Context: an optimization exercise on an open-source flow, tuned for small area. The choices shown serve that exercise and are no tape-out recipe. The RTL was checked by simulation tests, not by an equivalence proof against the original design. No activity file was given, so power comes from the tool's default toggle rates. No driver is modelled on the clock port, so clocking that relies on it looks cheaper here than on a real chip.

$ cat design/flow/flow/run.sh
#!/bin/bash
# Own layout flow: the standard ORFS flow (bash standard.sh) with
#  - an area-oriented ABC mapping script (a private copy of the ORFS scripts
#    folder in which only abc_area.script differs, used with ABC_AREA=1),
#  - port buffers of the smallest buffer cell,
#  - a clock tree of larger sink clusters and no dummy loads.
# Each tool's output goes to a log file in the work folder.
set -euo pipefail
rm -rf scripts
cp -r "$FLOW_HOME/scripts" scripts
printf '%s\n' strash '&get -n' '&st' '&dch' '&nf -R 1000' '&st' '&dch' '&nf -R 1000' '&put' \
    > scripts/abc_area.script
CTS="-sink_clustering_enable -repair_clock_nets -dont_use_dummy_load"
CTS="$CTS -buf_list sky130_fd_sc_hd__clkbuf_16 -sink_clustering_size 36 -sink_clustering_max_diameter 90"
bash standard.sh \
    "SCRIPTS_DIR=$PWD/scripts" \
    "ABC_AREA=1" \
    "BUFFER_PORTS_ARGS=-buffer_cell sky130_fd_sc_hd__buf_1" \
    "CTS_ARGS=$CTS" \
    finish > standard.log 2>&1
$ cat design/flow/standard.sh
#!/bin/bash
# synth_recipe.tcl (not shown) runs the flow's synth.tcl, then flattens the netlist and writes it again
# the make line also repeats each setting of config.mk as NAME=value (left out here)
make -C /OpenROAD-flow-scripts/flow DESIGN_CONFIG=/design/flow/config.mk WORK_HOME=/design/flow/orfs CLKGATE_MAP_FILE= SYNTH_SCRIPT=/design/flow/synth_recipe.tcl "${@:-finish}"
$ cat design/flow/config.mk
export PLATFORM = sky130hd
export DESIGN_NAME = rv_core_top
export DESIGN_NICKNAME = rv_core_top
export VERILOG_FILES = /design/flow/design.v
export SDC_FILE = /design/flow/constraint.sdc
export NUM_CORES = 8
export LEC_CHECK = 0
export CAP_MARGIN = 20
export CORE_MARGIN = 2
export CORE_UTILIZATION = 60
export SLEW_MARGIN = 20
$ cat design/flow/design.v
`default_nettype none
package rv_pkg;
    localparam int XLEN       = 32;
    localparam int REG_ADDR_W = 5;
    localparam int SLICE = 4;
    localparam int NPH   = XLEN / SLICE;
    localparam int PH_W  = 3;
    localparam logic [6:0] OPC_OP_IMM = 7'b0010011;
    localparam logic [6:0] OPC_STORE  = 7'b0100011;
    localparam logic [6:0] OPC_LOAD   = 7'b0000011;
    localparam logic [6:0] OPC_LUI    = 7'b0110111;
    localparam logic [6:0] OPC_AUIPC  = 7'b0010111;
    localparam logic [6:0] OPC_JAL    = 7'b1101111;
    localparam logic [6:0] OPC_JALR   = 7'b1100111;
    localparam logic [2:0] F3_ADDI = 3'b000;
    localparam logic [2:0] F3_SW   = 3'b010;
    localparam logic [2:0] F3_LW   = 3'b010;
    localparam logic [2:0] F3_JALR = 3'b000;
    localparam logic [7:0] WMASK_WORD = 8'b0000_1111;
endpackage
`default_nettype wire
`timescale 1ns/1ps
`default_nettype none
import rv_pkg::*;
module rv_pc_reg
(
    input  wire logic            clk_i,
    input  wire logic            load_i,
    input  wire logic [XLEN-1:0] addr_next_i,
    output logic      [XLEN-1:0] addr_o
);
    always_ff @(posedge clk_i) begin
        if (load_i) begin
            addr_o <= addr_next_i;
        end
    end
endmodule
`default_nettype wire
`timescale 1ns/1ps
`default_nettype none
import rv_pkg::*;
module rv_idu
(
    input  wire logic [XLEN-1:0] inst_i,
    input  wire logic [PH_W-1:0] ph_i,
    output logic                 addi_o,
    output logic                 lui_o,
    output logic                 auipc_o,
    output logic                 jal_o,
    output logic                 jalr_o,
    output logic                 lw_o,
    output logic                 sw_o,
    output logic    [SLICE-1:0]  imm_slice_o
);
    logic [6:0]      opcode;
    logic [2:0]      funct3;
    assign opcode = inst_i[6:0];
    assign funct3 = inst_i[14:12];
    assign addi_o  = (opcode == OPC_OP_IMM) && (funct3 == F3_ADDI);
    assign lui_o   = (opcode == OPC_LUI);
    assign auipc_o = (opcode == OPC_AUIPC);
    assign jal_o   = (opcode == OPC_JAL);
    assign jalr_o  = (opcode == OPC_JALR) && (funct3 == F3_JALR);
    assign lw_o    = (opcode == OPC_LOAD) && (funct3 == F3_LW);
    assign sw_o    = (opcode == OPC_STORE) && (funct3 == F3_SW);
    logic            fmt_s;
    logic            fmt_u;
    logic            fmt_j;
    logic [SLICE-1:0] sgn;
    assign fmt_s = sw_o;
    assign fmt_u = lui_o | auipc_o;
    assign fmt_j = jal_o;
    assign sgn   = {SLICE{inst_i[31]}};
    logic p0, p1, p2, p3, p4, p5, p6, p7;
    logic sel_a, sel_b, sel_c, sel_d, sel_e, sel_sg, sel_s0, sel_s1;
    logic [SLICE-1:0] fld_s1;
    assign p0 = (ph_i == 3'd0);
    assign p1 = (ph_i == 3'd1);
    assign p2 = (ph_i == 3'd2);
    assign p3 = (ph_i == 3'd3);
    assign p4 = (ph_i == 3'd4);
    assign p5 = (ph_i == 3'd5);
    assign p6 = (ph_i == 3'd6);
    assign p7 = (ph_i == 3'd7);
    assign sel_a  = (p0 & ~fmt_u & ~fmt_s) | (p5 & fmt_u);
    assign sel_b  = (p1 & ~fmt_u & ~fmt_s) | (p6 & fmt_u);
    assign sel_c  = (p2 & ~fmt_u) | (p7 & fmt_u);
    assign sel_d  = p3 & (fmt_u | fmt_j);
    assign sel_e  = p4 & (fmt_u | fmt_j);
    assign sel_sg = (~fmt_u & ~fmt_j & (p3 | p4 | p5 | p6 | p7)) | (fmt_j & (p5 | p6 | p7));
    assign sel_s0 = p0 & fmt_s;
    assign sel_s1 = p1 & fmt_s;
    assign fld_s1 = {inst_i[27:25], inst_i[11]};
    always_comb begin
        imm_slice_o = ({SLICE{sel_a}}  & inst_i[23:20])
                    | ({SLICE{sel_b}}  & inst_i[27:24])
                    | ({SLICE{sel_c}}  & inst_i[31:28])
                    | ({SLICE{sel_d}}  & inst_i[15:12])
                    | ({SLICE{sel_e}}  & inst_i[19:16])
                    | ({SLICE{sel_sg}} & sgn)
                    | ({SLICE{sel_s0}} & inst_i[10:7])
                    | ({SLICE{sel_s1}} & fld_s1);
        if (fmt_j & p0) begin
            imm_slice_o[0] = 1'b0;
        end
        if (fmt_j & p2) begin
            imm_slice_o[3] = inst_i[20];
        end
    end
endmodule
`default_nettype wire
`timescale 1ns/1ps
`default_nettype none
import rv_pkg::*;
module rv_regfile
(
    input  wire logic                  clk_i,
    input  wire logic                  clr_i,
    input  wire logic [REG_ADDR_W-1:0] raddr_i,
    output logic      [SLICE-1:0]      rdata_o,
    input  wire logic                  wen_i,
    input  wire logic [REG_ADDR_W-1:0] waddr_i,
    input  wire logic [SLICE-1:0]      wdata_i
);
    localparam int NUM_REGS = 2 ** REG_ADDR_W;
    logic [SLICE-1:0] slice [NUM_REGS];
    assign slice[0] = '0;
    logic [3:0] dec_lo;
    logic [7:0] dec_hi;
    for (genvar i = 0; i < 4; i++) begin : g_dlo
        assign dec_lo[i] = clr_i | (wen_i & (waddr_i[1:0] == 2'(i)));
    end
    for (genvar j = 0; j < 8; j++) begin : g_dhi
        assign dec_hi[j] = clr_i | (waddr_i[4:2] == 3'(j));
    end
    for (genvar r = 1; r < NUM_REGS; r++) begin : g_reg
        logic [XLEN-1:0] q;
        logic            we;
        assign we = dec_lo[r % 4] & dec_hi[r / 4];
        always_ff @(posedge clk_i) begin
            q <= {we ? wdata_i : q[SLICE-1:0], q[XLEN-1:SLICE]};
        end
        assign slice[r] = q[SLICE-1:0];
    end
    assign rdata_o = slice[raddr_i];
endmodule
`default_nettype wire
`timescale 1ns/1ps
`default_nettype none
import rv_pkg::*;
module rv_exu
(
    input  wire logic             clk_i,
    input  wire logic             first_i,
    input  wire logic [SLICE-1:0] a_i,
    input  wire logic [SLICE-1:0] b_i,
    input  wire logic [SLICE-1:0] pc_i,
    output logic      [SLICE-1:0] sum_o,
    output logic      [SLICE-1:0] link_o
);
    logic cy_q;
    logic lcy_q;
    logic cy;
    logic lcy;
    assign {cy, sum_o}   = a_i + b_i + SLICE'(first_i ? 1'b0 : cy_q);
    assign {lcy, link_o} = pc_i + (first_i ? SLICE'(4) : SLICE'(lcy_q));
    always_ff @(posedge clk_i) begin
        cy_q  <= cy;
        lcy_q <= lcy;
    end
endmodule
`default_nettype wire
`timescale 1ns/1ps
`default_nettype none
import rv_pkg::*;
module rv_core_top
(
    input  wire logic            clk_i,
    input  wire logic            rst_n_i,
    output logic      [XLEN-1:0] inst_addr_o,
    input  wire logic [XLEN-1:0] inst_i,
    output logic                 mem_wen_o,
    output logic      [XLEN-1:0] mem_waddr_o,
    output logic      [XLEN-1:0] mem_wdata_o,
    output logic      [7:0]      mem_wmask_o,
    output logic      [XLEN-1:0] mem_raddr_o,
    input  wire logic [XLEN-1:0] mem_rdata_i
);
    logic [PH_W-1:0]  ph_q;
    logic             clr_q;
    logic             lw2_q;
    logic             sw2_q;
    logic             p1;
    logic             first;
    logic             last;
    logic             addi, lui, auipc, jal, jalr, lw, sw;
    logic [SLICE-1:0] imm_slice;
    logic [SLICE-1:0] rs_slice;
    logic [SLICE-1:0] ld_slice;
    logic [SLICE-1:0] op1;
    logic [SLICE-1:0] sum;
    logic [SLICE-1:0] link;
    logic [XLEN-1:0]  addr;
    logic [REG_ADDR_W-1:0] fld_q;
    logic [REG_ADDR_W-1:0] rf_raddr;
    logic [REG_ADDR_W-1:0] rf_waddr;
    logic             rf_wen;
    logic [SLICE-1:0] rf_wdata;
    logic [XLEN-1:0]  x_q;
    logic [XLEN-1:0]  x_next;
    logic [SLICE-1:0] x_in;
    logic [XLEN-1:0]  y_q;
    logic [SLICE-1:0] y_in;
    assign first = (ph_q == '0);
    assign last  = (ph_q == PH_W'(NPH - 1));
    assign p1    = ~clr_q & ~lw2_q & ~sw2_q;
    always_ff @(posedge clk_i or negedge rst_n_i) begin
        if (!rst_n_i) begin
            ph_q  <= '0;
            clr_q <= 1'b1;
            lw2_q <= 1'b0;
            sw2_q <= 1'b0;
        end else begin
            ph_q  <= ph_q + 1'b1;
            if (last) begin
                clr_q <= 1'b0;
                lw2_q <= p1 & lw;
                sw2_q <= p1 & sw;
            end
        end
    end
    always_ff @(posedge clk_i) begin
        if (p1) begin
            fld_q <= sw ? inst_i[24:20] : inst_i[11:7];
        end
    end
    rv_idu i_rv_idu (
        .inst_i      (inst_i),
        .ph_i        (ph_q),
        .addi_o      (addi),
        .lui_o       (lui),
        .auipc_o     (auipc),
        .jal_o       (jal),
        .jalr_o      (jalr),
        .lw_o        (lw),
        .sw_o        (sw),
        .imm_slice_o (imm_slice)
    );
    assign rf_raddr = sw2_q ? fld_q : inst_i[19:15];
    assign rf_waddr = lw2_q ? fld_q : inst_i[11:7];
    rv_regfile i_rv_regfile (
        .clk_i    (clk_i),
        .clr_i    (clr_q),
        .raddr_i  (rf_raddr),
        .rdata_o  (rs_slice),
        .wen_i    (rf_wen),
        .waddr_i  (rf_waddr),
        .wdata_i  (rf_wdata)
    );
    rv_pc_reg i_rv_pc_reg (
        .clk_i       (clk_i),
        .load_i      (last),
        .addr_next_i (x_next),
        .addr_o      (addr)
    );
    assign op1 = lui ? '0 : ((auipc | jal) ? x_q[SLICE-1:0] : rs_slice);
    rv_exu i_rv_exu (
        .clk_i   (clk_i),
        .first_i (first),
        .a_i     (op1),
        .b_i     (imm_slice),
        .pc_i    (x_q[SLICE-1:0]),
        .sum_o   (sum),
        .link_o  (link)
    );
    assign rf_wen   = lw2_q | (p1 & (addi | lui | auipc | jal | jalr));
    always_comb begin
        ld_slice = '0;
        for (int i = 0; i < NPH; i++) begin
            ld_slice = ld_slice | (mem_rdata_i[i*SLICE +: SLICE] & {SLICE{ph_q == PH_W'(i)}});
        end
    end
    always_comb begin
        if (clr_q) begin
            rf_wdata = '0;
        end else if (lw2_q) begin
            rf_wdata = ld_slice;
        end else if (jal | jalr) begin
            rf_wdata = link;
        end else begin
            rf_wdata = sum;
        end
    end
    always_comb begin
        if (clr_q) begin
            x_in = '0;
        end else if (lw2_q | sw2_q) begin
            x_in = y_q[SLICE-1:0];
        end else if (jal | jalr | lw | sw) begin
            x_in = {sum[SLICE-1:1], sum[0] & ~(jalr & first)};
        end else begin
            x_in = link;
        end
    end
    assign x_next = {x_in, x_q[XLEN-1:SLICE]};
    assign y_in   = sw2_q ? rs_slice : link;
    always_ff @(posedge clk_i) begin
        x_q <= x_next;
        y_q <= {y_in, y_q[XLEN-1:SLICE]};
    end
    assign inst_addr_o = addr;
    assign mem_raddr_o = addr;
    assign mem_waddr_o = addr;
    assign mem_wdata_o = {rs_slice, y_q[XLEN-1:SLICE]};
    assign mem_wmask_o = WMASK_WORD;
    assign mem_wen_o   = sw2_q & last;
endmodule
`default_nettype wire
$ cat design/flow/constraint.sdc
create_clock -name core_clock -period 13.0 [get_ports {clk_i}]
set_input_delay 2.6000 -clock core_clock [delete_from_list [all_inputs] [get_ports {clk_i}]]
set_output_delay 2.6000 -clock core_clock [all_outputs]
set_load 0.01 [all_outputs]
==> flow_summary.json, run 1 <==
{
  "p_per_area_nw_per_um2": 174,
  "synth.most_common_cell": "dfxtp_1",
  "crit_type": "in -> out",
  "clk_latency_ns": 0.61,
  "synth_ff_type": "dfxtp_1",
  "syn_inst": 1830,
  "numClockSinks": 1101,
  "crit_arrival_ns": 5.44,
  "die_x_um": 215,
  "power_mw": 4.94,
  "min_period_over_period_pct": 61.8,
  "clk_pin_slew_worst_paths_ns": 0.12,
  "netlist.area_leader.share_pct": 79.4,
  "vdd_drop_max_mv": 0.165,
  "area_growth_pct": 6.58,
  "p_clk_share_pct": 28.7,
  "ys_top_cells_by_count": "dfxtp_1 (1058), nor2_1 (216), a21oi_1 (140)",
  "critPathRequiredTime_ns": 10.40,
  "maxSlewViolCount": 0,
  "final_nets": 2056,
  "post_cts_buffers": 0,
  "internal_power_mw": 3.96,
  "antenna_found_initial": 0,
  "drt-initial-drc-count": 985,
  "htree_levels": 2,
  "drc": 0,
  "sequentialPowerShare_pct": 69.5,
  "worst_setup_path_start_kind": "input port",
  "vias": 12900,
  "dpl-instance-area_um2": 27500,
  "ys_ff_latch": 1101,
  "p_switching_uw": 978,
  "fin_util_pct": 64.6,
  "post_cts_resize_count": 0,
  "die_h_um": 215,
  "synth.top_cells.by_area": "dfxtp_1 (79%), edfxtp_1 (4.2%), nor2_1 (3.0%), buf_4 (2.8%), a21oi_1 (2.6%)",
  "ant_nets": 0,
  "min_path_type": "reg -> reg",
  "grt_pass1_wl_mm": 82.1,
  "layout-drive-gt1-share_pct": 2.68,
  "hold_violations": 0,
  "stdcell_area_um2": 28400,
  "crit_buf_inv": 2,
  "critPathLaunch": "inst_i[19]",
  "cts_buffer_depth": 3,
  "portBuffers": 194,
  "cap_violations": 0,
  "synth_edf_count": 37,
  "cp_top_family": "compound AO/OA/AOI/OAI gates",
  "critPathMaxFanout": 8,
  "numCtsBuffers": 37,
  "ys_seq_area_share_pct": 84.1,
  "final_cells": 2566,
  "setup_viol_count_final": 0,
  "combPwrFrac_pct": 1.8,
  "firstDrtPassIters": 5,
  "synth_cell_types": 49,
  "grt_pass1_vias": 12800,
  "place.gp.congestion": 0.966,
  "pin_count": 203,
  "start_util_pct": 60.6,
  "cpPeakStageDelay_ns": 0.59,
  "hold_ws_ns": 0.303,
  "setup_tns_ns": 0,
  "dp_cells": 2529,
  "max_freq_mhz": 124,
  "cts_tree": "built",
  "worstMarginPinSlew_ns": 1.11,
  "num-fill-cells": 3158,
  "vias_per_cell": 5.03,
  "rows": 77,
  "cts_root_buf": "clkbuf_16",
  "hpwl_mm": 39.8,
  "leakage_nw": 10.9,
  "overflow": 0,
  "timing.rr.start": "sw2_q",
  "yosysWarnings": 6,
  "worstHoldStart": "i_rv_regfile.g_reg[29].q[11]",
  "syn_area_per_cell_um2": 14.6,
  "outcome": "timing/DRC/antenna clean",
  "yosysTopAreaCell": "dfxtp_1",
  "endpoint_kind": "output port",
  "async_flop_share_pct": 0.545,
  "pre_cts_slack_ns": 4.99,
  "grt_use_total_pct": 24.4,
  "wl_per_cell_um": 22.0,
  "rsz0062_at_grt": "false",
  "path_cells": "buf_1 -> mux2_1 -> nand3_1 -> nor2_1 -> a22o_1 -> a221oi_1 -> nand4_1 -> a2111oi_0 -> nand4_1 -> buf_1",
  "setup_ws_ns": 4.96,
  "holdBufCountCts": 0,
  "worst_path_max_delay_cell": "a2111oi_0",
  "diodes": 0,
  "finalClockSkew_ns": 0.0741,
  "routed_wl_mm": 56.5,
  "fp.coreArea_um2": 44000,
  "slew_headroom_pct": 25.7,
  "die_area_um2": 46200,
  "grt_max_degree": 44,
  "syn_area_um2": 26700,
  "p_sw_share_pct": 19.8,
  "post-route-min-period_ns": 8.04
}
worst reg2reg max path: stages (launching register included):
cell       delay [ns]
dfrtp_1          0.82
mux2i_1          0.58
nor2_1           0.12
nand2_1          0.21
nor2_1           0.13
a222oi_1         0.36
nand4_1          0.14
a2111oi_0        0.59
nand4_1          0.42
nor2_1           0.20
nor2_1           0.10
ha_1             0.29
a21o_1           0.17
a21oi_1          0.16
xnor2_1          0.11
mux2_1           0.31
o21ai_2          0.11
buf_4            0.44
a21oi_1          0.21
power groups by stage:
stage	logic [mW]	registers (mW)	clock network, mW
floorplan	0.0444	3.50	0
global placement	0.0883	3.51	0
detailed placement	0.0882	3.51	0
CTS	0.0886	3.44	1.45
global route	0.0940	3.44	1.55
finish	0.0890	3.44	1.42
layer usage:
metal	share of wire [%]	vias to the layer above	global-route usage, %	wire length (um)
li1	-	6248	-	-
met1	45	6234	32.8	25200
met2	48	353	41.6	27200
met3	4.2	78	2.85	2380
met4	3.0	0	8.36	1700
met5	0	-	0	0
registers in the layout, indices dropped and copies added (netlist names):
| name | cells |
|---|---|
| i_rv_regfile.g.q | 992 |
| i_rv_pc_reg.addr_o | 32 |
| x_q | 32 |
| y_q | 32 |
| fld_q | 5 |
| ph_q | 3 |
| clr_q | 1 |
| i_rv_exu.cy_q | 1 |
| i_rv_exu.lcy_q | 1 |
| lw2_q | 1 |
| sw2_q | 1 |
worst paths after layout:
check	endpoint	slack [ns]	cells after the start
setup / recovery	mem_wdata_o[29]	4.96	10
hold / removal	i_rv_regfile.g_reg[29].q[7]	0.30	0
setup reg to reg	i_rv_regfile.g_reg[11].q[31]	7.41	18
hold reg to reg	i_rv_regfile.g_reg[29].q[7]	0.30	0
max in group asynchronous	lw2_q	10.69	1
min in group asynchronous	ph_q[1]	1.92	1
final cells by class:
class                   instances  area, um^2  share of cell area [%]
multi-input cells             627        3510                    12.4
inverters                       8        30.0                   0.106
repair buffers                201         781                    2.75
clock buffers                  37         926                    3.26
well taps                     592         741                    2.61
flip-flops and latches       1101       22400                    78.9
logic make-up (layout without fill, tap and decap cells):
family                   Yosys count  in the layout  share of synthesized area (%)
multiplexers                      26             26                           1.05
adder cells (fa/ha/maj)           14             14                          0.713
XOR/XNOR                           4              4                          0.131
buffers and inverters            108            246                           2.93
flip-flops                      1101           1101                           84.1
other                              2              8                         0.0282
AND/OR/NAND/NOR                  315            315                           4.86
AO/OA/AOI/OAI                    260            260                           6.16
cells in the final DEF (no fill, tap or decap), types with 2 or more instances in the layout:
master     netlist  routed
dfxtp_1       1058    1058
nor2_1         216     216
buf_1            0     194
a21oi_1        140     140
nand2_1         50      50
clkbuf_16        0      37
edfxtp_1        37      37
a22oi_1         27      27
a221oi_1        20      20
mux2_1          16      16
a22o_1          16      16
nand4_1         12      12
o21ai_0         15      11
ha_1            12      11
nor3_1          10      10
mux2i_1         10      10
a222oi_1         9       9
clkinv_1         8       8
nor2b_1          8       8
conb_1           2       8
buf_4          100       7
nand3_1          6       6
a31oi_1          9       6
dfrtp_1          5       5
a221o_1          4       4
o21ai_2          0       4
and2_0           3       3
a31oi_2          0       3
a32oi_1          3       3
xnor2_1          3       3
a21o_1           3       3
a311oi_1         3       3
nor4b_1          2       2
and3_1           2       2
o22ai_1          2       2
fa_1             2       2
==> run 2: changes to the inputs <==
--- a/design/flow/flow/run.sh
+++ b/design/flow/flow/run.sh
@@ -13,3 +13,3 @@
 CTS="-sink_clustering_enable -repair_clock_nets -dont_use_dummy_load"
-CTS="$CTS -buf_list sky130_fd_sc_hd__clkbuf_16 -sink_clustering_size 36 -sink_clustering_max_diameter 90"
+CTS="$CTS -buf_list sky130_fd_sc_hd__clkbuf_16 -sink_clustering_size 34 -sink_clustering_max_diameter 100"
 bash standard.sh \
==> run 2 against run 1 <==
Against the previous run: combinational power grew 0.7%; still clean on timing, DRC and antenna; register-to-register slack lost 0.05 ns; final cell count is essentially flat; largest power group unchanged.
==> flow_summary.json, run 2 <==
{
  "outcome": "timing/DRC/antenna clean",
  "async_flop_share_pct": 0.545,
  "max_freq_mhz": 124,
  "holdBufCountCts": 0,
  "rows": 77,
  "leakage_nw": 11.0,
  "numClockSinks": 1101,
  "numCtsBuffers": 38,
  "dp_cells": 2529,
  "hpwl_mm": 39.8,
  "syn_area_um2": 26700,
  "p_per_area_nw_per_um2": 174,
  "setup_tns_ns": 0,
  "cts_buffer_depth": 3,
  "synth.top_cells.by_area": "dfxtp_1 (79%), edfxtp_1 (4.2%), nor2_1 (3.0%), buf_4 (2.8%), a21oi_1 (2.6%)",
  "drc": 0,
  "critPathRequiredTime_ns": 10.40,
  "final_cells": 2567,
  "synth-adder-area-share_pct": 0.713,
  "post_cts_resize_count": 0,
  "setup_ws_ns": 4.96,
  "grt_use_total_pct": 24.3,
  "synth_mux_area_share_pct": 1.05,
  "cts_root_buf": "clkbuf_16",
  "synth_compound_area_share_pct": 6.16,
  "diodes": 0,
  "ys_seq_area_share_pct": 84.1,
  "min_path_type": "reg -> reg",
  "crit_arrival_ns": 5.44,
  "crit_type": "in -> out",
  "grt_pass1_vias": 12800,
  "setup_viol_count_final": 0,
  "synth_edf_count": 37,
  "syn_area_per_cell_um2": 14.6,
  "hold_violations": 0,
  "final_common_cell": "dfxtp_1",
  "top_register": "i_rv_regfile.g.q",
  "post-route-min-period_ns": 8.04,
  "worst_setup_path_start_kind": "input port",
  "post_cts_buffers": 0,
  "wl_per_cell_um": 21.9,
  "vias": 12900,
  "clk_latency_ns": 0.60,
  "worstMarginPinSlew_ns": 1.11,
  "routed_wl_mm": 56.1,
  "mostFrequentLayoutCells": "dfxtp_1 (1058), nor2_1 (216), buf_1 (194)",
  "yosysWarnings": 6,
  "num-fill-cells": 3163,
  "maxSlewViolCount": 0,
  "start_util_pct": 60.6,
  "synth_ff_type": "dfxtp_1",
  "cap_violations": 0,
  "die_x_um": 215,
  "clk_pin_slew_worst_paths_ns": 0.12,
  "vias_per_cell": 5.01,
  "die_area_um2": 46200,
  "synth_cell_types": 49,
  "synthXorXnorAreaFrac_pct": 0.131,
  "ant_nets": 0,
  "endpoint_kind": "output port",
  "htree_levels": 2,
  "critPathMaxFanout": 8,
  "min_period_over_period_pct": 61.9,
  "yosysTopAreaCell": "dfxtp_1",
  "grt_max_degree": 44,
  "regArea_um2": 22400,
  "layout-drive-gt1-share_pct": 2.73,
  "hold_ws_ns": 0.308,
  "fp.coreArea_um2": 44000,
  "largest_reg_flops": 992,
  "stdcell_area_um2": 28500,
  "finalClockSkew_ns": 0.0693,
  "syn_inst": 1830,
  "ys_ff_latch": 1101,
  "die_h_um": 215,
  "netlist.area_leader.share_pct": 79.4,
  "pin_count": 203,
  "final_nets": 2057,
  "overflow": 0,
  "pre_cts_slack_ns": 4.99,
  "drt-initial-drc-count": 885,
  "antenna_found_initial": 0,
  "ys_top_cells_by_count": "dfxtp_1 (1058), nor2_1 (216), a21oi_1 (140)",
  "synth.most_common_cell": "dfxtp_1",
  "yosys.area_share.simple_pct": 4.86,
  "dpl-instance-area_um2": 27500,
  "rsz0062_at_grt": "false",
  "multi_input_comb_area_um2": 3510,
  "portBuffers": 194,
  "cts_tree": "built",
  "area_growth_pct": 6.67,
  "vdd_drop_max_mv": 0.184,
  "synth_top_family_by_area": "compound AO/OA/AOI/OAI gates",
  "grt_pass1_wl_mm": 82.0,
  "place.gp.congestion": 0.966,
  "slew_headroom_pct": 25.8,
  "firstDrtPassIters": 5
}
-- run 2: cell counts after synthesis --
Identical to the previous run, type by type.
-- run 2: path summary, 6_finish.rpt --
check	depth (start not counted)	from	slack (ns)	to
setup reg to reg	18	sw2_q	7.36	i_rv_regfile.g_reg[11].q[31]
hold / removal	0	y_q[7]	0.31	y_q[3]
hold reg to reg	0	y_q[7]	0.31	y_q[3]
min in group asynchronous	1	rst_n_i	1.92	ph_q[2]
setup / recovery	10	inst_i[19]	4.96	mem_wdata_o[29]
max in group asynchronous	1	rst_n_i	10.68	lw2_q
-- run 2: through the flow --
stage	power (mW)	util, %
6_report	4.95	64.6
3_5_place_dp	3.60	62.5
4_1_cts	4.99	64.6
3_3_place_gp	3.60	62.5
2_1_floorplan	3.55	-
5_1_grt	5.11	64.6
-- run 2: report_power, final --
group	switching [mW]	total (mW)	internal (mW)
sequential	0.0144	3.44	3.42
clock	0.895	1.43	0.533
combinational	0.0682	0.0896	0.0214
-- run 2: logic make-up (layout without fill, tap and decap cells) --
family	after synthesis	count (layout)
simple gates	315	315
fa+ha+maj	14	14
compound gates	260	260
buf+inv	108	247
flops	1101	1101
mux	26	26
other cells	2	8
xor+xnor	4	4
-- run 2: area by class of cell --
| type | count | share of cell area [%] |
|---|---|---|
| inverter | 8 | 0.106 |
| tap | 592 | 2.60 |
| clock buffer | 38 | 3.34 |
| sequential | 1101 | 78.9 |
| multi-input combinational | 627 | 12.3 |
| timing repair buffer | 201 | 2.74 |
-- run 2: routing by layer --
| metal | part of all wire (%) | global-route usage, % | vias to the layer above |
|---|---|---|---|
| li1 | - | - | 6260 |
| met1 | 45 | 32.7 | 6158 |
| met2 | 47 | 41.1 | 353 |
| met3 | 4.3 | 3.43 | 81 |
| met4 | 3.2 | 7.94 | 0 |
| met5 | 0 | 0 | - |
-- run 2: critical path, cell delays in order --
cell and delay (ns):
buf_1 0.14, mux2_1 0.43, nand3_1 0.22, nor2_1 0.15, a22o_1 0.25, a221oi_1 0.26, nand4_1 0.14, a2111oi_0 0.59
nand4_1 0.42, buf_1 0.24
==> run 3: changes to the inputs <==
--- a/design/flow/flow/run.sh
+++ b/design/flow/flow/run.sh
@@ -13,3 +13,3 @@
 CTS="-sink_clustering_enable -repair_clock_nets -dont_use_dummy_load"
-CTS="$CTS -buf_list sky130_fd_sc_hd__clkbuf_16 -sink_clustering_size 34 -sink_clustering_max_diameter 100"
+CTS="$CTS -buf_list sky130_fd_sc_hd__clkbuf_16 -sink_clustering_size 36 -sink_clustering_max_diameter 120"
 bash standard.sh \
--- a/design/flow/config.mk
+++ b/design/flow/config.mk
@@ -10,2 +10,3 @@
 export CORE_UTILIZATION = 60
+export PLACE_DENSITY = 0.8
 export SLEW_MARGIN = 20
==> run 3 against run 2 <==
Against the previous run: highest routed layer unchanged; sequential power hardly changed; non-clock buffer count unchanged; critical path depth unchanged; clock skew is 0.0089 ns lower; sequential cell count unchanged; final area is 0.17% lower; clock-buffer cell count fell by 2.
==> flow_summary.json, run 3 <==
{
  "setup_tns_ns": 0,
  "vias": 13100,
  "yosysTopAreaCell": "dfxtp_1",
  "mostFrequentLayoutCells": "dfxtp_1 (1058), nor2_1 (216), buf_1 (194)",
  "p_per_area_nw_per_um2": 173,
  "rsz0062_at_grt": "false",
  "die_h_um": 215,
  "synth_edf_count": 37,
  "overflow": 0,
  "portBuffers": 194,
  "crit_arrival_ns": 5.50,
  "hpwl_mm": 39.4,
  "p_switching_uw": 966,
  "endpoint_kind": "output port",
  "combPwrFrac_pct": 1.8,
  "cts_tree": "built",
  "layout-drive-gt1-share_pct": 2.64,
  "post_cts_resize_count": 0,
  "clk_latency_ns": 0.60,
  "p_sw_share_pct": 19.6,
  "cts_buffer_depth": 3,
  "synth.most_common_cell": "dfxtp_1",
  "internal_power_mw": 3.95,
  "cts_root_buf": "clkbuf_16",
  "die_x_um": 215,
  "path_cells": "buf_1 -> mux2_1 -> nand2_1 -> nor2_1 -> a22o_1 -> a221oi_1 -> nand4_1 -> a2111oi_0 -> nand4_1 -> buf_1",
  "largest_reg_flops": 992,
  "worst_setup_path_start_kind": "input port",
  "die_area_um2": 46200,
  "numClockSinks": 1101,
  "critPathRequiredTime_ns": 10.40,
  "final_cells": 2566,
  "ant_nets": 0,
  "hold_violations": 0,
  "final_common_cell": "dfxtp_1",
  "power_mw": 4.92,
  "clk_pin_slew_worst_paths_ns": 0.11,
  "min_period_over_period_pct": 62.3,
  "final_nets": 2055,
  "grt_max_degree": 44,
  "syn_inst": 1830,
  "pre_cts_slack_ns": 5.05,
  "p_clk_share_pct": 28.4,
  "synth.top_cells.by_area": "dfxtp_1 (79%), edfxtp_1 (4.2%), nor2_1 (3.0%), buf_4 (2.8%), a21oi_1 (2.6%)",
  "post_cts_buffers": 0,
  "cpPeakStageDelay_ns": 0.52,
  "hold_ws_ns": 0.298,
  "rr_worst_depth": 18,
  "rows": 77,
  "vdd_drop_max_mv": 0.136,
  "syn_area_per_cell_um2": 14.6,
  "pin_count": 203,
  "fp.coreArea_um2": 44000,
  "min_path_type": "reg -> reg",
  "area_growth_pct": 6.50,
  "dp_cells": 2529,
  "max_freq_mhz": 124,
  "worst_path_max_delay_cell": "a2111oi_0",
  "finalClockSkew_ns": 0.0604,
  "drc": 0,
  "grt_pass1_vias": 12900,
  "setup_ws_ns": 4.90,
  "vias_per_cell": 5.11,
  "grt_use_total_pct": 23.6,
  "worstHoldStart": "i_rv_regfile.g_reg[15].q[20]",
  "outcome": "timing/DRC/antenna clean",
  "hold_depth": 0,
  "yosysWarnings": 6,
  "critPathMaxFanout": 8,
  "grt_pass1_wl_mm": 80.1,
  "synth_cell_types": 49,
  "antenna_found_initial": 1,
  "slew_headroom_pct": 29.3,
  "stdcell_area_um2": 28400,
  "holdBufCountCts": 0,
  "numCtsBuffers": 36,
  "ys_seq_area_share_pct": 84.1,
  "timing.rr.start": "sw2_q",
  "dpl-instance-area_um2": 27500,
  "start_util_pct": 60.6,
  "num-fill-cells": 3156,
  "synth_ff_type": "dfxtp_1",
  "crit_type": "in -> out",
  "place.gp.congestion": 0.965,
  "worstMarginPinSlew_ns": 1.06,
  "top_register": "i_rv_regfile.g.q",
  "routed_wl_mm": 54.9,
  "firstDrtPassIters": 5,
  "reg2reg_slack_ns": 7.21,
  "syn_area_um2": 26700,
  "fin_util_pct": 64.5,
  "maxSlewViolCount": 0,
  "leakage_nw": 10.9,
  "r2r-end": "i_rv_regfile.g_reg[11].q[31]",
  "netlist.area_leader.share_pct": 79.4,
  "htree_levels": 2,
  "wl_per_cell_um": 21.4,
  "drt-initial-drc-count": 896,
  "ys_top_cells_by_count": "dfxtp_1 (1058), nor2_1 (216), a21oi_1 (140)",
  "sequentialPowerShare_pct": 69.9,
  "hold_end": "i_rv_regfile.g_reg[15].q[16]",
  "post-route-min-period_ns": 8.10,
  "async_flop_share_pct": 0.545,
  "setup_viol_count_final": 0,
  "cap_violations": 0,
  "ys_ff_latch": 1101
}
-- run 3: logic make-up after synthesis --
group	share of synthesized area, %
compound gates	6.16
xor+xnor	0.131
fa+ha+maj	0.713
buf+inv	2.93
flops	84.1
mux	1.05
other cells	0.0282
simple gates	4.86
-- run 3: critical path: cells and delay by family --
family,cells,cell delay [ns]
compound gates,3,1.12
buf+inv,2,0.40
mux,1,0.32
simple gates,4,1.05
-- run 3: cell type report --
| cell class | instances | area, um^2 | area share [%] |
|---|---|---|---|
| Multi-Input combinational cell | 627 | 3510 | 12.4 |
| Tap cell | 592 | 741 | 2.61 |
| Timing Repair Buffer | 201 | 781 | 2.75 |
| Sequential cell | 1101 | 22400 | 79.0 |
| Antenna cell | 1 | 2.50 | 0.00881 |
| Inverter | 8 | 30.0 | 0.106 |
| Clock buffer | 36 | 901 | 3.17 |
-- run 3: how the worst max path moves through the flow --
| stage | from | cells past startpoint | slack (ns) | to |
|---|---|---|---|---|
| after floorplan | inst_i[19] | 17 | 5.51 | i_rv_regfile.g_reg[10].q[31] |
| after global placement | inst_i[16] | 10 | 5.18 | mem_wdata_o[29] |
| after detailed placement | inst_i[16] | 10 | 5.05 | mem_wdata_o[29] |
| after CTS | inst_i[16] | 10 | 5.02 | mem_wdata_o[29] |
| after global routing | inst_i[19] | 10 | 4.87 | mem_wdata_o[29] |
| final | inst_i[16] | 10 | 4.90 | mem_wdata_o[29] |
-- run 3: power groups by stage --
stage               sequential (mW)  combinational (mW)  clock, mW
floorplan                      3.50              0.0444          0
global placement               3.51              0.0850          0
detailed placement             3.51              0.0851          0
CTS                            3.44              0.0858       1.42
global route                   3.44              0.0915       1.52
finish                         3.44              0.0863       1.39
-- run 3: metal layers --
layer | global-route usage [%] | up-vias | part of all wire [%]
li1 | - | 6244 | -
met1 | 30.7 | 6344 | 43
met4 | 9.47 | 0 | 3.6
met5 | 0 | - | 0
met3 | 3.17 | 91 | 4.7
met2 | 40.4 | 426 | 48
==> run 4: changes to the inputs <==
--- a/design/flow/config.mk
+++ b/design/flow/config.mk
@@ -10,3 +10,2 @@
 export CORE_UTILIZATION = 60
-export PLACE_DENSITY = 0.8
 export SLEW_MARGIN = 20
==> run 4 against run 3 <==
Against the previous run: non-clock buffer count unchanged; worst setup slack gained 0.074 ns; clock skew fell by 0.0066 ns; first-iteration DRC count up 11%; via count fell by 1.3%; still clean on timing, DRC and antenna; synthesized cell count unchanged; final area about the same; critical endpoint unchanged; largest cell class unchanged; largest power group unchanged.
==> flow_summary.json, run 4 <==
{
  "syn_inst": 1830,
  "ys_seq_area_share_pct": 84.1,
  "clk_latency_ns": 0.60,
  "dpl-instance-area_um2": 27500,
  "layout-drive-gt1-share_pct": 2.64,
  "stdcell_area_um2": 28400,
  "synth_edf_count": 37,
  "post_cts_resize_count": 0,
  "rsz0062_at_grt": "false",
  "mostFrequentLayoutCells": "dfxtp_1 (1058), nor2_1 (216), buf_1 (194)",
  "finalClockSkew_ns": 0.0538,
  "die_area_um2": 46200,
  "clk_pin_slew_worst_paths_ns": 0.12,
  "ys_ff_latch": 1101,
  "synth.most_common_cell": "dfxtp_1",
  "power_mw": 4.92,
  "yosysWarnings": 6,
  "post-route-min-period_ns": 8.02,
  "endpoint_kind": "output port",
  "die_h_um": 215,
  "netlist.area_leader.share_pct": 79.4,
  "hpwl_mm": 39.8,
  "syn_area_per_cell_um2": 14.6,
  "worst_path_max_delay_cell": "a2111oi_0",
  "grt_max_degree": 44,
  "final_cells": 2565,
  "critPathRequiredTime_ns": 10.40,
  "synth_ff_type": "dfxtp_1",
  "holdBufCountCts": 0,
  "cts_buffer_depth": 3,
  "numClockSinks": 1101,
  "min_period_over_period_pct": 61.7,
  "cts_root_buf": "clkbuf_16",
  "ys_top_cells_by_count": "dfxtp_1 (1058), nor2_1 (216), a21oi_1 (140)",
  "worstMarginPinSlew_ns": 1.17,
  "firstDrtPassIters": 6,
  "area_growth_pct": 6.49,
  "rows": 77,
  "min_path_type": "reg -> reg",
  "final_nets": 2055,
  "portBuffers": 194,
  "leakage_nw": 10.9,
  "largest_reg_flops": 992,
  "pin_count": 203,
  "path_cells": "buf_1 -> mux2_1 -> nand3_1 -> nor2_1 -> a22o_1 -> a221oi_1 -> nand4_1 -> a2111oi_0 -> nand4_1 -> buf_1",
  "routed_wl_mm": 56.4,
  "syn_area_um2": 26700,
  "slew_headroom_pct": 22.1,
  "fp.coreArea_um2": 44000,
  "setup_tns_ns": 0,
  "htree_levels": 2,
  "grt_use_total_pct": 24.3,
  "crit_buf_inv": 2,
  "grt_pass1_wl_mm": 81.9,
  "yosysTopAreaCell": "dfxtp_1",
  "async_flop_share_pct": 0.545,
  "hold_violations": 0,
  "die_x_um": 215,
  "wl_per_cell_um": 22.0,
  "setup_viol_count_final": 0,
  "maxSlewViolCount": 0,
  "drt-initial-drc-count": 997,
  "critPathMaxFanout": 8,
  "cpPeakStageDelay_ns": 0.58,
  "grt_pass1_vias": 12700,
  "dp_cells": 2529,
  "numCtsBuffers": 36,
  "top_register": "i_rv_regfile.g.q",
  "antenna_found_initial": 0,
  "p_per_area_nw_per_um2": 173,
  "cp_top_family": "compound AO/OA/AOI/OAI gates",
  "max_freq_mhz": 125,
  "synth.top_cells.by_area": "dfxtp_1 (79%), edfxtp_1 (4.2%), nor2_1 (3.0%), buf_4 (2.8%), a21oi_1 (2.6%)",
  "worst_setup_path_start_kind": "input port",
  "num-fill-cells": 3155,
  "ant_nets": 0,
  "final_common_cell": "dfxtp_1",
  "diodes": 0,
  "place.gp.congestion": 0.966,
  "cap_violations": 0,
  "synth_cell_types": 49,
  "drc": 0,
  "cts_tree": "built",
  "post_cts_buffers": 0,
  "vdd_drop_max_mv": 0.165,
  "start_util_pct": 60.6,
  "outcome": "timing/DRC/antenna clean",
  "vias": 12900,
  "crit_arrival_ns": 5.42,
  "vias_per_cell": 5.04,
  "crit_type": "in -> out",
  "overflow": 0
}
-- run 4: final timing paths --
path                                                  start                      endpoint  slack, ns  cells after the start
worst max-delay path                             inst_i[19]               mem_wdata_o[29]       4.98                     10
worst min-delay path            i_rv_regfile.g_reg[28].q[6]   i_rv_regfile.g_reg[28].q[2]       0.31                      0
worst max register to register                        sw2_q  i_rv_regfile.g_reg[11].q[31]       7.37                     18
worst min register to register  i_rv_regfile.g_reg[28].q[6]   i_rv_regfile.g_reg[28].q[2]       0.31                      0
max in group asynchronous                           rst_n_i                         sw2_q      10.72                      1
min in group asynchronous                           rst_n_i                       ph_q[1]       1.93                      1
-- run 4: kinds of logic (layout without fill, tap and decap cells) --
| logic type | count (synthesis) | count (layout) | share of synthesized area (%) |
|---|---|---|---|
| AOI/OAI and AO/OA | 260 | 260 | 6.16 |
| xor gates and xnor gates | 4 | 4 | 0.131 |
| adders and majority gates | 14 | 14 | 0.713 |
| buffers and inverters | 108 | 245 | 2.93 |
| DFF | 1101 | 1101 | 84.1 |
| muxes | 26 | 26 | 1.05 |
| other | 2 | 8 | 0.0282 |
| and+or+nand+nor | 315 | 315 | 4.86 |
-- run 4: layout make-up --
type	instances	area [um^2]	share of cell area (%)
clock buffers	36	901	3.17
inverters	8	30.0	0.106
multi-input cells	627	3510	12.4
flip-flops and latches	1101	22400	79.0
well taps	592	741	2.61
repair buffers	201	781	2.75
-- run 4: metal layers --
layer,track usage [%],routed length [um],vias to the layer above,part of all wire (%)
met5,0,0,-,0
met4,7.45,1650,0,2.9
met3,3.20,2490,79,4.4
met2,41.5,27100,363,48
met1,32.7,25200,6255,45
li1,-,-,6237,-
-- run 4: stage by stage --
stage	utilization (%)	hold WS, ns	worst slack (ns)
after global routing	64.5	0.323	4.85
after CTS	64.5	0.316	4.96
after global placement	62.5	0.310	5.10
after detailed placement	62.5	0.312	4.99
after floorplan	-	0.310	5.51
final	64.5	0.310	4.98
-- run 4: power by group --
| group | internal, mW | leakage [nW] | switching (mW) | total [mW] |
|---|---|---|---|---|
| Combinational | 0.0214 | 1.52 | 0.0679 | 0.0892 |
| Clock | 0.508 | 0.444 | 0.888 | 1.40 |
| Sequential | 3.42 | 8.96 | 0.0144 | 3.44 |
| Total | 3.95 | 10.9 | 0.970 | 4.92 |

==> afterwards: timing with drivers on the ports <==
The flow's constraints put no driver on any port. The routed layouts listed below were extracted and timed again, unchanged, in two steps. Step 1, drivers: a clkbuf_16 drives clk_i and a buf_2 each remaining input, both assumed. Step 2, shift: input delay + t, output delay - t, t = (earliest + latest rising clock arrival at the registers) / 2. This alone moves slack from input paths to output paths. Slacks: ideal / step 1 / step 2; pairs: ideal / step 1.
run	shift t [ns]	slack for setup (ns)	hold WS [ns]	worst setup path at the end	latest minus earliest clock arrival (ns)
run 1	0.629	4.961 / 4.937 / 4.937	0.303 / 0.303 / 0.303	input to output	0.075 / 0.074
run 2	0.626	4.958 / 4.934 / 4.934	0.308 / 0.308 / 0.308	input to output	0.070 / 0.070
run 3	0.625	4.904 / 4.878 / 4.878	0.298 / 0.298 / 0.298	input to output	0.061 / 0.062
run 4	0.631	4.977 / 4.953 / 4.953	0.310 / 0.310 / 0.310	input to output	0.055 / 0.055
After both steps every run listed still meets setup and hold. For run 3, which loses most, drivers alone change the setup slack by -0.026 ns; drivers and shift together by -0.026 ns.
